Background: an optimization exercise with open tools, aiming at small area and few clock cycles. Do not read the settings as production practice.
Function was checked by simulation only, so behaviour that the tests miss may differ from the original.
Power figures rest on the tool's default switching activity, not on a simulated workload.

## willow
Design rdma_resp_gen, start of the top module:
module rdma_resp_gen (
  input  logic                                core_clk,
  input  logic                                core_aresetn,
  input  logic                                psel_i,
  input  logic                                penable_i,
  input  logic                                pwrite_i,
  input  logic [7:0]                          paddr_i,
  input  logic [31:0]                         pwdata_i,
  output logic [31:0]                         prdata_o,
  output logic                                pready_o,
  output logic                                pslverr_o,
  input  logic                                req_valid_i,
  output logic                                req_ready_o,
  input  logic [resp_gen_cfg_pkg::DATA_W-1:0] req_data_i,
  output logic [resp_gen_cfg_pkg::DATA_W-1:0] m_axis_tdata_o,
  output logic [resp_gen_cfg_pkg::KEEP_W-1:0] m_axis_tkeep_o,
  output logic                                m_axis_tvalid_o,
  output logic                                m_axis_tlast_o,
  input  logic                                m_axis_tready_i
);
Size in the first run: roughly 1200 I/O pins, about 22000 sq um of cells after synthesis.
Settings: LEC_CHECK=0, CAP_MARGIN=20, CORE_AREA=10 10 410 410, CTS_BUF_LIST=sky130_fd_sc_hd__clkbuf_8, CTS_CLUSTER_DIAMETER=60, CTS_CLUSTER_SIZE=15, DIE_AREA=0 0 420 420, SLEW_MARGIN=20; clock period 12.0 ns.
standard.sh (not shown) runs the stock make flow with config.mk's settings and CLKGATE_MAP_FILE= SYNTH_SCRIPT=/design/flow/synth_recipe.tcl, a recipe that flattens the netlist after the stock synthesis.
==> flow/flow/run.sh <==
#!/bin/bash
# The standard layout, except that the port buffers are the smallest
# buffer cell instead of the default delay buffer. Each tool's output goes to
# the ORFS logs under orfs/logs; make's own output to standard.log.
set -o pipefail
export BUFFER_PORTS_ARGS="-buffer_cell sky130_fd_sc_hd__buf_1"
bash standard.sh BUFFER_PORTS_ARGS="$BUFFER_PORTS_ARGS" finish > standard.log 2>&1
Testbench counts of willow, summed over its fixed seeds: cycles 3,454.
Modified inputs, fjord compared to willow
Settings: DIE_AREA: 0 0 420 420 -> 0 0 300 300; CORE_AREA: 10 10 410 410 -> 10 10 290 290.
Results
As far as synthesized cell count goes, fjord and willow are indistinguishable; the numbers are identical.
Compared with willow, fjord shows x dimension of the die lower by 29%.
I/O pin placement: fjord exited with error
Diff willow -> fjord: number of core rows -44, overall die height -about 30%, average cell area after synthesis ~0 delta.

========
== v26 ==
Starting RTL as in the previous note.
export LEC_CHECK = 0
export CAP_MARGIN = 20
export CORE_AREA = 10 10 410 410
export CTS_BUF_LIST = sky130_fd_sc_hd__clkbuf_16
export CTS_CLUSTER_DIAMETER = 80
export CTS_CLUSTER_SIZE = 25
export DIE_AREA = 0 0 420 420
export SLEW_MARGIN = 20
create_clock -name core_clock -period 12.0 [get_ports {core_clk}]
Scripts as last shown in full above: flow/flow/run.sh
v26 finished every stage and its layout cleared the timing, design-rule and antenna checks.
Testbench counts of v26, summed over its fixed seeds: cycles 3,454.
--- input diff v26..v12 ---
==> flow/flow/run.sh <==
#!/bin/bash
# The standard layout, except that the port buffers are the smallest
# buffer cell instead of the default delay buffer, and IO pins may sit one
# routing track apart (for a smaller die). Each tool's output goes to the
# ORFS logs under orfs/logs; make's own output to standard.log.
set -o pipefail
bash standard.sh BUFFER_PORTS_ARGS="-buffer_cell sky130_fd_sc_hd__buf_1" \
  PLACE_PINS_ARGS="-min_distance 1 -min_distance_in_tracks" finish > standard.log 2>&1
--- a/flow/config.mk
+++ b/flow/config.mk
@@ -9,5 +9,5 @@
-export CORE_AREA = 10 10 410 410
-export CTS_BUF_LIST = sky130_fd_sc_hd__clkbuf_16
-export CTS_CLUSTER_DIAMETER = 80
-export CTS_CLUSTER_SIZE = 25
-export DIE_AREA = 0 0 420 420
+export CORE_AREA = 10 10 310 310
+export CTS_BUF_LIST = sky130_fd_sc_hd__clkbuf_4
+export CTS_CLUSTER_DIAMETER = 50
+export CTS_CLUSTER_SIZE = 10
+export DIE_AREA = 0 0 320 320
Results
Summary of the comparison: sequential share of layout area is higher in v12, relative to v26.
Taking v26 as the reference point, the smallest hold slack of v12 falls by 4.3 ps.
v12 vs. v26: layout overhead on the synthesized area went down by 5.8 points.
Re share of flip-flops with an asynchronous set or reset: no difference whatsoever between v26 and v12.
Going from v26 to v12, worst path setup slack after routing now sits higher; utilization went up 11 points; count of inserted antenna diode cells now sits lower.
Taking v26 as the reference, in v12 die outline area -about 40%; placement-stage cell area has decreased; clock buffer count grew by 45.
Changes in v47 relative to v12:
--- a/flow/config.mk
+++ b/flow/config.mk
@@ -9,5 +9,5 @@
-export CORE_AREA = 10 10 310 310
-export CTS_BUF_LIST = sky130_fd_sc_hd__clkbuf_4
-export CTS_CLUSTER_DIAMETER = 50
-export CTS_CLUSTER_SIZE = 10
-export DIE_AREA = 0 0 320 320
+export CORE_AREA = 10 10 280 280
+export CTS_BUF_LIST = sky130_fd_sc_hd__clkbuf_8
+export CTS_CLUSTER_DIAMETER = 60
+export CTS_CLUSTER_SIZE = 15
+export DIE_AREA = 0 0 290 290
Results
Across v12 and v47, none had a timing, DRC or antenna violation. Measured against each other, v12 and v47 differ in minimum period implied by the final worst setup slack, the higher figure coming from v12. [compare] base=v12 new=v47: power density over the cells has increased, internal power of the cells has decreased, number of placed instances with taps included has decreased. Delta (v47 minus v12): combinational share of power was more or less identical; count of fill cells added during filler insertion now smaller; setup slack +84 ps. Relative to v12, layout clock buffer count decreased by 41% in v47.
For v43, these inputs were changed with respect to v47:
--- a/flow/config.mk
+++ b/flow/config.mk
@@ -9 +9 @@
-export CORE_AREA = 10 10 280 280
+export CORE_AREA = 10 10 310 310
@@ -13 +13 @@
-export DIE_AREA = 0 0 290 290
+export DIE_AREA = 0 0 320 320
Delta(peak supply drop, v43 - v47) < 0
Taking v47 as 1.0, v43 lands at 1.07 on cell count.
The lower routed wire length came out of v43.
Clock latency reported for the late side of the worst-skew pair, v43 and v47, lower one = v43.

re-timing with driven ports:
The flow's constraints put no driver on any port. The routed layouts listed below were extracted and timed again, unchanged, in two steps.
Step 1, drivers: a clkbuf_16 drives core_clk and a buf_2 each remaining input, both assumed.
Step 2 also shifts input and output timing later by t, the mid clock arrival at the registers, as if the neighbouring blocks saw the same clock.
Slacks: no drivers / after step 1 / after step 2; pairs: no drivers / after step 1.
| run | t (ns) | setup slack, ns | latest minus earliest clock arrival (ns) | worst register clock-pin slew, ns |
|---|---|---|---|---|
| willow | 0.655 | 1.348 / 1.294 / 1.294 | 0.042 / 0.043 | 0.11 / 0.11 |
| v26 | 0.637 | 1.369 / 1.320 / 1.320 | 0.026 / 0.026 | 0.11 / 0.11 |
| v12 | 0.809 | 1.494 / 1.456 / 1.456 | 0.053 / 0.053 | 0.12 / 0.12 |
| v47 | 0.660 | 1.578 / 1.538 / 1.538 | 0.044 / 0.044 | 0.10 / 0.10 |
| v43 | 0.641 | 1.478 / 1.439 / 1.439 | 0.033 / 0.034 | 0.10 / 0.10 |
After both steps setup and hold are still met in every run listed. The setup slack of willow, which loses most, moves by -0.054 ns with the drivers and by -0.054 ns with both steps.
